This is an optimization exercise on Yosys and OpenROAD, whose aim is small area, a short achievable clock period and few clock cycles, not a production implementation.
The RTL was checked by simulation tests, not by an equivalence proof against the original design.
No activity file was given, so power comes from the tool's default toggle rates.

==> design.v <==
package obj_pkg;
    localparam int OBJ_MAX_DEF  = 64;
    localparam int LINE_MAX_DEF = 8;
    localparam int OBJ_H_DEF    = 16;
    localparam int OBJ_W     = 29;
    localparam int X_LSB     = 0;
    localparam int Y_LSB     = 8;
    localparam int CODE_LSB  = 16;
    localparam int COL_LSB   = 24;
    localparam int FLIPH_BIT = 27;
    localparam int FLIPV_BIT = 28;
    typedef struct packed {
        logic [3:0]       row;
        logic [OBJ_W-1:0] word;
    } lst_entry_t;
    typedef enum logic {
        S_IDLE,
        S_SCAN
    } scan_state_t;
endpackage
module obj_line_fifo #(
    parameter int DEPTH = 8,
    parameter int WIDTH = 29,
    parameter int YL    = 8,        
    parameter int FV    = 28        
) (
    input  logic             clk,
    input  logic             rst,
    input  logic             clr,       
    input  logic             load,      
    input  logic             any,       
    input  logic             pop,       
    input  logic             last,      
    input  logic [3:0]       tlo,       
    input  logic [DEPTH-1:0] wr_oh,     
    input  logic [WIDTH-1:0] wdata,     
    output logic [WIDTH+3:0] head       
);
    logic [WIDTH-1:0] mem [1:DEPTH-1];
    logic [DEPTH-1:0] nxt_oh;           
    logic [WIDTH-1:0] nxt_mem, w_next;
    logic [3:0]       r_next, r_w, r_mem;
    logic             take_w, zero, upd;
    always_ff @(posedge clk) begin
        for (int k = 1; k < DEPTH; k++)
            if (wr_oh[k]) mem[k] <= wdata;
    end
    always_comb begin
        nxt_mem = '0;
        for (int k = 1; k < DEPTH; k++)
            nxt_mem = nxt_mem | (mem[k] & {WIDTH{nxt_oh[k]}});
    end
    always_ff @(posedge clk) begin
        if (rst || clr) nxt_oh <= DEPTH'(2);
        else if (pop)   nxt_oh <= nxt_oh << 1;
    end
    assign take_w = load ? any : (pop & ~last & |(nxt_oh & wr_oh));
    assign zero   = rst | (load & ~any) | (pop & last);
    assign upd    = rst | load | pop;
    assign w_next = take_w ? wdata : nxt_mem;
    always_comb begin
        logic bw, bm;
        bw = 1'b0;
        bm = 1'b0;
        for (int b = 0; b < 4; b++) begin
            r_w[b]   = tlo[b] ^ wdata[YL + b] ^ bw ^ wdata[FV];
            bw       = (~tlo[b] & wdata[YL + b]) | (~(tlo[b] ^ wdata[YL + b]) & bw);
            r_mem[b] = tlo[b] ^ nxt_mem[YL + b] ^ bm ^ nxt_mem[FV];
            bm       = (~tlo[b] & nxt_mem[YL + b]) | (~(tlo[b] ^ nxt_mem[YL + b]) & bm);
        end
    end
    assign r_next = take_w ? r_w : r_mem;
    always_ff @(posedge clk) begin
        if (upd) head <= zero ? '0 : {r_next, w_next};
    end
endmodule
module obj_line_scan #(
    parameter int OBJ_MAX  = obj_pkg::OBJ_MAX_DEF,
    parameter int LINE_MAX = obj_pkg::LINE_MAX_DEF,
    parameter int OBJ_H    = obj_pkg::OBJ_H_DEF
) (
    input  logic        CLK20,
    input  logic        RESET,
    input  logic        DMCS,
    input  logic [28:0] DO,
    input  logic [7:0]  V,
    input  logic        HBDn,
    input  logic        VB,
    input  logic        LST_RD,
    output logic [32:0] LST_DATA,
    output logic        LST_EMPTY,
    output logic [3:0]  LST_CNT,
    output logic        LST_RDY,
    output logic        OVF
);
    localparam int CW = $clog2(OBJ_MAX + 1);
    localparam int W  = obj_pkg::OBJ_W;
    localparam int YL = obj_pkg::Y_LSB;
    localparam int NC = LINE_MAX + 1;           
    localparam int GS = 8;                      
    localparam int NG = OBJ_MAX / GS;
    localparam int CS = 16;                     
    localparam int NCG = OBJ_MAX / CS;
    logic [OBJ_MAX-1:0][W-1:0] obj_table;
    logic [CW-1:0] obj_cnt;
    logic          vb_q, hbdn_q;
    logic          vb_rise, hb_fall, wr_en, start;
    logic [W-1:0]  do_ym;                       
    always_comb begin
        do_ym = DO;
        do_ym[YL +: 8] = DO[YL +: 8] - 8'd1;
    end
    assign vb_rise = VB & ~vb_q;
    assign hb_fall = hbdn_q & ~HBDn;
    assign start   = hb_fall & ~VB;
    assign wr_en   = DMCS & (vb_rise | (obj_cnt != CW'(OBJ_MAX)));
    always_ff @(posedge CLK20) begin
        if (wr_en) obj_table <= {obj_table[OBJ_MAX-2:0], do_ym};
    end
    always_ff @(posedge CLK20) begin
        if (RESET) begin
            vb_q    <= 1'b0;
            hbdn_q  <= 1'b1;
            obj_cnt <= '0;
        end else begin
            vb_q   <= VB;
            hbdn_q <= HBDn;
            if (vb_rise)    obj_cnt <= wr_en ? CW'(1) : '0;
            else if (wr_en) obj_cnt <= obj_cnt + CW'(1);
        end
    end
    logic [OBJ_MAX-1:0] valid;
    always_comb begin
        for (int i = 0; i < OBJ_MAX; i++) begin
            logic gt, eq;
            gt = 1'b0;
            eq = 1'b1;
            for (int b = CW - 1; b >= 0; b--) begin
                gt = gt | (eq & obj_cnt[b] & ~((i >> b) & 1));
                eq = eq & ~(obj_cnt[b] ^ ((i >> b) & 1));
            end
            valid[i] = gt;
        end
    end
    logic [3:0]         tq;              
    logic [3:0]         vh_m;            
    logic [OBJ_MAX-1:0] hit_now;
    assign vh_m[0] = ~V[4];
    for (genvar b = 1; b < 4; b++) begin : g_dec
        assign vh_m[b] = V[4 + b] ^ ~(|V[4 +: b]);
    end
    always_comb begin
        for (int i = 0; i < OBJ_MAX; i++) begin
            logic [7:0] y;
            logic       brw;
            y   = obj_table[i][YL +: 8];
            brw = 1'b0;
            for (int b = 0; b < 4; b++)
                brw = (~V[b] & y[b]) | (~(V[b] ^ y[b]) & brw);
            hit_now[i] = (brw ? (y[7:4] == vh_m) : (y[7:4] == V[7:4])) & valid[i];
        end
    end
    logic [OBJ_MAX-1:0]  hmask;      
    logic [OBJ_MAX-1:0]  lsel;       
    logic [NG-1:0]       gany, gsel;
    logic [OBJ_MAX-1:0]  first;      
    logic [W-1:0]        gword [NG];
    logic [W-1:0]        word_sel, word_q;
    logic [LINE_MAX-1:0] a_oh;       
    logic [LINE_MAX-1:0] b_oh;       
    logic                pend1, pend2;
    always_comb begin
        for (int g = 0; g < NG; g++) begin
            logic seen;
            seen = 1'b0;
            for (int j = GS - 1; j >= 0; j--) begin
                lsel[g*GS + j] = hmask[g*GS + j] & ~seen;
                seen = seen | hmask[g*GS + j];
            end
            gany[g] = seen;
        end
        begin
            logic gseen;
            gseen = 1'b0;
            for (int g = NG - 1; g >= 0; g--) begin
                gsel[g] = gany[g] & ~gseen;
                gseen   = gseen | gany[g];
            end
        end
        for (int i = 0; i < OBJ_MAX; i++) first[i] = lsel[i] & gsel[i / GS];
    end
    always_comb begin
        for (int g = 0; g < NG; g++) begin
            gword[g] = '0;
            for (int j = 0; j < GS; j++)
                gword[g] = gword[g] | (obj_table[g*GS + j] & {W{lsel[g*GS + j]}});
        end
        word_sel = '0;
        for (int g = 0; g < NG; g++) word_sel = word_sel | (gword[g] & {W{gsel[g]}});
    end
    always_ff @(posedge CLK20) begin
        if (RESET) begin
            hmask <= '0;
            a_oh  <= '0;
            b_oh  <= '0;
            pend1 <= 1'b0;
            pend2 <= 1'b0;
            tq    <= '0;
        end else begin
            if (start) begin
                hmask <= hit_now;
                tq    <= V[3:0] + 4'd1;
            end else if (wr_en) begin
                hmask <= {hmask[OBJ_MAX-2:0] & ~first[OBJ_MAX-2:0], 1'b0};
            end else begin
                hmask <= hmask & ~first;
            end
            a_oh  <= start ? LINE_MAX'(1) : a_oh << 1;
            b_oh  <= start ? '0 : a_oh;
            pend1 <= start;
            pend2 <= pend1 & ~start;
        end
    end
    always_ff @(posedge CLK20) begin
        word_q <= word_sel;
    end
    logic [W-1:0] word_out;
    always_comb begin
        word_out = word_q;
        word_out[YL +: 8] = word_q[YL +: 8] + 8'd1;
    end
    logic [NC:1] cg [NCG];
    logic [NC:1] cg_q [NCG];
    logic [NC:1] ge;
    always_comb begin
        for (int g = 0; g < NCG; g++) begin
            logic [NC:0] t [2*CS];
            for (int i = 0; i < CS; i++) t[CS + i] = {(NC - 1)'(0), hmask[g*CS + i], 1'b1};
            for (int i = CS - 1; i >= 1; i--) begin
                t[i] = (NC + 1)'(1);
                for (int k = 1; k <= NC; k++)
                    for (int a = 0; a <= k; a++)
                        t[i][k] = t[i][k] | (t[2*i][a] & t[2*i+1][k-a]);
            end
            cg[g] = t[1][NC:1];
        end
    end
    always_ff @(posedge CLK20) begin
        for (int g = 0; g < NCG; g++) cg_q[g] <= cg[g];
    end
    always_comb begin
        logic [NC:0] t [2*NCG];
        for (int g = 0; g < NCG; g++) t[NCG + g] = {cg_q[g], 1'b1};
        for (int i = NCG - 1; i >= 1; i--) begin
            t[i] = (NC + 1)'(1);
            for (int k = 1; k <= NC; k++)
                for (int a = 0; a <= k; a++)
                    t[i][k] = t[i][k] | (t[2*i][a] & t[2*i+1][k-a]);
        end
        ge = t[1][NC:1];
    end
    logic [3:0] ncnt;                
    always_comb begin
        ncnt = '0;
        for (int k = 1; k <= LINE_MAX; k++)
            if (ge[k] && !(k < LINE_MAX && ge[k+1])) ncnt = 4'(k);
    end
    logic [3:0] lcnt;
    logic       lempty, lrdy, pop;
    logic       ovf;
    assign pop = LST_RD & ~lempty;
    always_ff @(posedge CLK20) begin
        if (RESET) begin
            lrdy   <= 1'b0;
            lempty <= 1'b1;
            lcnt   <= '0;
        end else if (start) begin
            lrdy   <= 1'b0;
            lempty <= 1'b1;
        end else if (pend2) begin
            lrdy   <= 1'b1;
            lcnt   <= ncnt;
            lempty <= ~ge[1];
        end else if (pop) begin
            lcnt   <= lcnt - 4'd1;
            lempty <= (lcnt == 4'd1);
        end
    end
    always_ff @(posedge CLK20) begin
        if (RESET || start) ovf <= 1'b0;
        else if (pend2)     ovf <= ge[NC];
    end
    assign OVF = ovf;
    assign LST_EMPTY = lempty;
    assign LST_CNT   = lcnt;
    assign LST_RDY   = lrdy;
    obj_line_fifo #(
        .DEPTH (LINE_MAX),
        .WIDTH (W),
        .YL    (YL),
        .FV    (obj_pkg::FLIPV_BIT)
    ) u_fifo (
        .clk   (CLK20),
        .rst   (RESET),
        .clr   (start),
        .load  (pend2),
        .any   (ge[1]),
        .pop   (pop),
        .last  (lcnt == 4'd1),
        .wr_oh (b_oh),
        .tlo   (tq),
        .wdata (word_out),
        .head  (LST_DATA)
    );
endmodule
==> run.sh <==
#!/bin/bash
# synth_recipe.tcl (not shown) runs the flow's synth.tcl, then flattens the netlist and writes it again
# the make line also repeats each setting of config.mk as NAME=value (left out here)
make -C /OpenROAD-flow-scripts/flow DESIGN_CONFIG=/design/flow/config.mk WORK_HOME=/design/flow/orfs CLKGATE_MAP_FILE= SYNTH_SCRIPT=/design/flow/synth_recipe.tcl finish
==> config.mk <==
export PLATFORM = sky130hd
export DESIGN_NAME = obj_line_scan
export DESIGN_NICKNAME = obj_line_scan
export VERILOG_FILES = /design/flow/design.v
export SDC_FILE = /design/flow/constraint.sdc
export NUM_CORES = 4
export LEC_CHECK = 0
export CAP_MARGIN = 20
export CORE_MARGIN = 2
export CORE_UTILIZATION = 60
export CTS_CLUSTER_DIAMETER = 100
export CTS_CLUSTER_SIZE = 20
export SETUP_SLACK_MARGIN = 5
export SLEW_MARGIN = 20
==> constraint.sdc <==
create_clock -name core_clock -period 8.0 [get_ports {CLK20}]
set_input_delay 1.6000 -clock core_clock [delete_from_list [all_inputs] [get_ports {CLK20}]]
set_output_delay 1.6000 -clock core_clock [all_outputs]
set_load 0.01 [all_outputs]
==> results of run 1 <==
-- through the flow --
step / utilization [%] / setup WS, ns / cells / area [um^2]
2_1_floorplan: - / 0.874 / 6788 / 96200
3_3_place_gp: 62.5 / 2.67 / 8638 / 99300
3_5_place_dp: 62.5 / 2.66 / 8638 / 99300
4_1_cts: 67.7 / 5.00 / 9018 / 108000
5_1_grt: 68.5 / 4.93 / 9047 / 109000
6_report: 68.5 / 4.92 / 9052 / 109000
-- worst max-delay path by stage --
stage / to / startpoint
after floorplan: hmask[3] / VB
after global placement: hmask[3] / V[5]
after detailed placement: hmask[3] / V[5]
after CTS: word_q[28] / hmask[62]
after global routing: word_q[1] / hmask[63]
final: hmask[45] / VB
-- layer usage --
metal / GRT usage [%] / vias up / wire length, um
met4: 13.0 / 24 / 13000
met2: 50.3 / 4696 / 127000
met5: 0 / - / 153
met3: 10.5 / 608 / 45700
met1: 55.8 / 32900 / 122000
li1: - / 27500 / -
-- cell type report --
type	count	area [um^2]	share of cell area, %
clock buffers	184	3500	3.22
well taps	2072	2590	2.38
multi-input cells	4032	30100	27.7
diodes	5	12.5	0.0115
inverters	45	251	0.231
repair buffers	433	5510	5.07
repair inverters	6	57.6	0.0529
clock inverters	17	368	0.338
flip-flops and latches	2258	66300	61.0
-- registers in the layout (all words and copies together) (netlist names) --
signal	cells
b_oh	8
lcnt	4
vb_q	1
pend1	1
obj_table	1856
hmask	64
pend2	1
u_fifo.nxt_oh	7
u_fifo.head	33
tq	4
ovf	1
lrdy	1
cg_q	36
lempty	1
obj_cnt	7
u_fifo.mem	203
hbdn_q	1
word_q	29
-- logic make-up (layout without fill, tap and decap cells) --
group | after synthesis | after routing | share of synthesized area, %
flops | 2258 | 2258 | 68.8
compound gates | 2027 | 2027 | 15.2
simple gates | 1289 | 1292 | 6.44
buf+inv | 501 | 685 | 2.01
xor+xnor | 355 | 355 | 3.23
fa+ha+maj | 225 | 225 | 2.91
mux | 133 | 133 | 1.39
other cells | 0 | 5 | 0
-- report_power, final --
part	leakage [nW]	switching, W	total (W)	internal, W
sequential	21.6	0.000437	0.0140	0.0135
combinational	12.7	0.000973	0.00158	0.000608
clock	1.85	0.00392	0.00709	0.00316
total	36.1	0.00533	0.0226	0.0173
-- worst max-delay path, stage by stage --
cell and delay [ns]:
clkdlybuf4s15_2 0.23, nor3b_4 0.32, buf_8 0.17, nand2b_1 0.11, buf_12 0.20, clkinv_8 0.11, buf_8 0.17, nand2_2 0.18
a21oi_2 0.24, o21ai_0 0.17, o32ai_2 0.25
-- layout by cell type (no fill, tap or decap), drive strengths merged, types with 66 or more instances in the layout --
cell / netlist / layout
and3: 90 / 90
nand3: 100 / 100
o21ai: 334 / 334
a21oi: 312 / 312
a221oi: 240 / 240
mux2i: 132 / 132
a31oi: 66 / 66
nor3: 88 / 88
dfxtp: 166 / 166
o211ai: 74 / 74
ha: 203 / 203
edfxtp: 2092 / 2092
nor2: 190 / 191
a21o: 70 / 70
clkbuf: 384 / 192
nand2: 559 / 559
a22oi: 378 / 378
a222oi: 187 / 187
buf: 72 / 360
xnor2: 336 / 336
-- what timing repair did --
action	in CTS	in global routing
resized for setup	705	190
setup endpoints to repair	2039	325
pin swaps	60	83
cloned	52	8
setup buffers	127	21
hold buffers	0	0
==> flow_summary.toml, run 1 <==
[global_route]
grt_usage_pct = 36.7
grt_antenna_before_repair = 24
grt_pass1_vias = 60100
grt_start_max_net_pins = 192
grt_pass1_wl_um = 432000
grt-ovfl-total = 0

[clock_network]
cts.htree.levels = 4
path_clk_slew_ns = 0.10
clk_latency_ns = 0.82
cts_tree = "built"
cts_buffer_depth = 3
cts-root-buf = "clkbuf_16"
cts_buffers = 131
cts_sinks = 2258

[worst_setup_path]
path_class = "in -> reg"
reg2reg_slack_ns = 4.94
r2r_cells = 10
timing.rr.start = "hmask[22]"
crit_arrival_ns = 3.81
critPathMaxFanout = 31
worstSetupEndpointType = "register"
cp-start-kind = "input pin"
critPathRequiredTime_ns = 8.73
rr_endpoint = "word_q[1]"

[pwr]
p_leak_nw = 36.1
p_per_area_nw_per_um2 = 208
power.total_w = 0.0226
vdd_drop_max_v = 0.000211

[place]
place_congestion = 0.947
io_buffers = 82
hpwl_um = 176000

[timing]
worstMarginPinSlew_ns = 1.12
setup-tns-final_ns = 0
drv_slew = 0
clock.fmax_ghz = 0.325
timing.hold.ws_ns = 0.430
finalCriticalPeriod_ns = 3.08
rsz0062_at_grt = "true"
hold_viol = 0
slew_headroom_pct = 24.6
fin_skew_ns = 0.0568
fin_crit_sh_pct = 38.5
setup_viol = 0

[logic_synthesis]
async_reset_ff_share_pct = 0
synthTopCellsByArea = "edfxtp_1 65%, dfxtp_1 3.5%, xnor2_1 3.1%"
synthFlopType = "edfxtp_1"
syn_avg_cell_area_um2 = 14.2
ys_top_cells_by_count = "2092 x edfxtp_1, 559 x nand2_1, 384 x clkbuf_1"
seq_area_frac_synth_pct = 68.8
synth.most_common_cell = "edfxtp_1"
synth_top_area_share_pct = 65.4
synth_nets = 7038
ys_ff_latch = 2258
synth_cells = 6788
yosys_warnings = 11
syn_area_um2 = 96100
synth_top_area_cell = "edfxtp_1"
synth.distinct_cells = 83
synth_enable_flop_cells = 2092

[min_path]
hp-start = "obj_table[871]"
hold_depth = 0
holdCritPathClass = "reg -> reg"
holdPathEnd = "obj_table[900]"

[die]
dieWidth_um = 404
io_pins = 83
die_h_um = 404
row_count = 146
core_area_um2 = 159000
die_area_um2 = 163000
initial_core_util_pct = 60.5

[drt]
wire_per_inst_um = 34.0
wl_um = 308000
via_per_inst = 7.27
drt.antenna.violating_nets = 0
drc = 0
drt_iter0_drc = 12500
vias = 65800
first_pass_iters = 10

[job]
max_cap_viol_count = 0

[finish]
fin_nets = 7157
area_growth_pct = 13.1
nFillCells = 11000
drive_gt1_share_pct = 14.0

[status]
run_status = "no timing/DRC/antenna violations"
Testbench counts, summed over its fixed seeds: cycles 5,256.
==> run 2, diff against run 1 <==
--- a/config.mk
+++ b/config.mk
@@ -9,6 +9,6 @@
 export CORE_MARGIN = 2
 export CORE_UTILIZATION = 60
 export CTS_CLUSTER_DIAMETER = 100
-export CTS_CLUSTER_SIZE = 20
+export CTS_CLUSTER_SIZE = 23
 export SETUP_SLACK_MARGIN = 5
 export SLEW_MARGIN = 20
==> run 2 against run 1 <==
Against the previous run: final area hardly changed; hold slack gained 0.0058 ns; power down 3.2%; still clean; critical endpoint is now word_q[7]; non-clock buffer count rose by 33; clock power down 11%; wire length is essentially flat; global-route usage down 0.37 points; critical path depth is the same; utilization hardly changed; sequential share of layout area is essentially flat.
==> flow_summary.toml, run 2 <==
[worst_setup_path]
critPathMaxFanout = 8
crit_path_cell_trace = "buf_12 > nor4_4 > nand4_1 > buf_4 > or3_4 > or2_4 > buf_12 > a21oi_4 > nor4_2 > buf_4 > o211ai_1"
r2r_cells = 11
startpoint = "hmask[22]"
rr_endpoint = "word_q[7]"
endpoint = "word_q[7]"
reg2reg_slack_ns = 4.84
path_class = "reg -> reg"
slowest_stage = "dfxtp_4"
timing.rr.start = "hmask[22]"
worstSetupEndpointType = "register"
crit_arrival_ns = 3.76
cpPeakStageDelay_ns = 0.38
cp-start-kind = "register"
critPathRequiredTime_ns = 8.59

[clock_network]
cts.htree.levels = 3
cts_buffer_depth = 3
cts_tree = "built"
cts-root-buf = "clkbuf_16"
cts_sinks = 2258
hold_buffers = 0
cts_buffers = 108
path_clk_slew_ns = 0.10
clk_latency_ns = 0.80

[drt]
vias = 65700
first_pass_iters = 10
drt.antenna.violating_nets = 0
via_per_inst = 7.25
drc = 0
drt_iter0_drc = 12200
wire_per_inst_um = 33.9
wl_um = 308000

[logic_synthesis]
synth_nets = 7038
synth.distinct_cells = 83
synthFlopType = "edfxtp_1"
synthTopCellsByArea = "edfxtp_1 65%, dfxtp_1 3.5%, xnor2_1 3.1%"
yosys_warnings = 11
ys_ff_latch = 2258
synth-adder-area-share_pct = 2.91
synth.most_common_cell = "edfxtp_1"
ys_top_cells_by_count = "2092 x edfxtp_1, 559 x nand2_1, 384 x clkbuf_1"
synth_simple_gate_area_share_pct = 6.44
synth-xor-area-share_pct = 3.23
synth_enable_flop_cells = 2092
synth_top_area_share_pct = 65.4
synth_cells = 6788
synth.area.mux_share_pct = 1.39
synth_top_area_cell = "edfxtp_1"
syn_avg_cell_area_um2 = 14.2
seq_area_frac_synth_pct = 68.8
synth_top_family_by_area = "compound AO/OA/AOI/OAI gates"
syn_area_um2 = 96100
synth-compound-area-share_pct = 15.2
async_reset_ff_share_pct = 0

[finish]
reg_top3 = "obj_table (1856), u_fifo.mem (203), hmask (64)"
largest_register_ffs = 1856
regMostFlops = "obj_table"
seqCellArea_um2 = 66300
fin_nets = 7167
layout_common_cells = "2092 x edfxtp_1, 552 x nand2_1, 377 x a22oi_1, 331 x xnor2_1, 311 x o21ai_0"
area_growth_pct = 13.0
drive_gt1_share_pct = 14.2
mostFrequentLayoutCell = "edfxtp_1"
nFillCells = 11000
final_util_pct = 68.4
multi_input_area_um2 = 30300

[timing]
rsz0062_at_grt = "true"
hold_viol = 0
fin_skew_ns = 0.0502
clock.fmax_ghz = 0.316
setup-tns-final_ns = 0
worstMarginPinSlew_ns = 1.17
setup_viol = 0
finalCriticalPeriod_ns = 3.16
fin_crit_sh_pct = 39.5
drv_slew = 0
slew_headroom_pct = 21.7

[min_path]
holdCritPathClass = "reg -> reg"
hold_depth = 1

[pwr]
clkPwrFrac_pct = 28.8
p_per_area_nw_per_um2 = 202
switching_share_pct = 23.4
vdd_drop_max_v = 0.000188
internal_power_w = 0.0168
p_leak_nw = 36.0
comb_power_share_pct = 7.5
p_sw_w = 0.00513
pwr-share-seq_pct = 63.7

[die]
dieWidth_um = 404
initial_core_util_pct = 60.5
row_count = 146
die_h_um = 404
core_area_um2 = 159000
io_pins = 83
die_area_um2 = 163000

[status]
run_status = "no timing/DRC/antenna violations"

[job]
max_cap_viol_count = 0

[global_route]
grt_antenna_before_repair = 19
grt_pass1_vias = 59600
grt-ovfl-total = 0
grt_usage_pct = 36.3
grt_pass1_wl_um = 429000
grt_start_max_net_pins = 128

[place]
place_congestion = 0.947
hpwl_um = 176000
io_buffers = 82
==> run 2: changes by cell type in the layout (fill, tap and decap cells not counted), sizes merged, moves of 3 or more <==
cell / delta
diode: +5
clkinv: -3
inv: -6
clkbuf: -6
buf: +31
==> run 2: cell families (layout without fill, tap and decap cells) <==
| logic type | count (synthesis) | count (layout) |
|---|---|---|
| xor+xnor | 355 | 355 |
| simple gates | 1289 | 1292 |
| mux | 133 | 133 |
| compound gates | 2027 | 2027 |
| buf+inv | 501 | 698 |
| flops | 2258 | 2258 |
| other cells | 0 | 10 |
| fa+ha+maj | 225 | 225 |
==> run 2: worst max-delay path, delay by kind of cell (launching register included) <==
family	cells	cell delay, ns
DFF	1	0.38
AOI/OAI and AO/OA	2	0.51
buffers and inverters	4	0.72
and+or+nand+nor	5	1.35
==> run 2: power by group through the flow <==
stage               Combinational (W)  Sequential [W]  Clock (W)
finish                        0.00165          0.0140    0.00631
global route                  0.00173          0.0140    0.00673
CTS                           0.00150          0.0139    0.00635
detailed placement            0.00122          0.0142          0
global placement              0.00119          0.0142          0
floorplan                    0.000820          0.0141          0
==> run 2: worst min path at each step <==
stage	from	end	slack, ns
after floorplan	b_oh[0]	b_oh[1]	0.41
after global placement	b_oh[0]	b_oh[1]	0.41
after detailed placement	b_oh[0]	b_oh[1]	0.41
after CTS	obj_table[430]	obj_table[459]	0.43
after global routing	obj_table[628]	obj_table[657]	0.45
final	b_oh[0]	b_oh[1]	0.44
==> run 2: area by class of cell <==
cell class,instances,share of cell area (%)
Antenna cell,10,0.0230
Clock buffer,174,2.77
Clock inverter,7,0.103
Inverter,45,0.244
Multi-Input combinational cell,4032,27.9
Sequential cell,2258,61.0
Tap cell,2072,2.39
Timing Repair Buffer,466,5.44
Timing Repair inverter,6,0.0553
==> run 2: through the flow <==
stage	hold slack, ns	total power, W	cell area, um^2	setup WS, ns	std cells
floorplan	0.406	0.0149	96200	0.874	6788
global placement	0.411	0.0154	99300	2.67	8638
detailed placement	0.414	0.0154	99300	2.66	8638
CTS	0.430	0.0218	107000	4.94	9004
global route	0.452	0.0225	109000	4.84	9060
finish	0.436	0.0219	109000	4.84	9070
==> run 2: layer usage <==
layer / vias to the layer above / track usage (%) / share of wire, %
met1: 33000 / 55.2 / 40
met3: 567 / 10.6 / 14
li1: 27500 / - / -
met2: 4634 / 49.8 / 41
met5: - / 0 / 0.031
met4: 16 / 12.5 / 3.9
==> run 2: repair_timing <==
item | 4_1_cts | 5_1_grt
setup endpoints to repair | 2042 | 115
cloned | 52 | 13
gates resized for setup | 728 | 191
setup buffers | 133 | 43
pin swaps | 92 | 100

re-timing with driven ports:
The flow's constraints put no driver on any port. The routed layouts listed below were extracted and timed again, unchanged, in two steps. Step 1 assumes that a clkbuf_16 drives the clock port and a buf_2 every other input. Step 2, shift: input delay + t, output delay - t, t = (earliest + latest rising clock arrival at the registers) / 2. This alone moves slack from input paths to output paths. Slacks: ideal / step 1 / step 2; pairs: ideal / step 1.
run	t (ns)	setup WS [ns]	clock arrival spread, ns	worst register clock-pin slew, ns	worst data-port slew with drivers (ns)
run 1	0.883	4.921 / 4.901 / 4.019	0.059 / 0.059	0.10 / 0.10	0.16
run 2	0.865	4.837 / 4.798 / 3.934	0.053 / 0.053	0.11 / 0.11	0.16
After both steps every run listed still meets setup and hold. The setup slack of run 2, which loses most, moves by -0.039 ns with the drivers and by -0.903 ns with both steps.
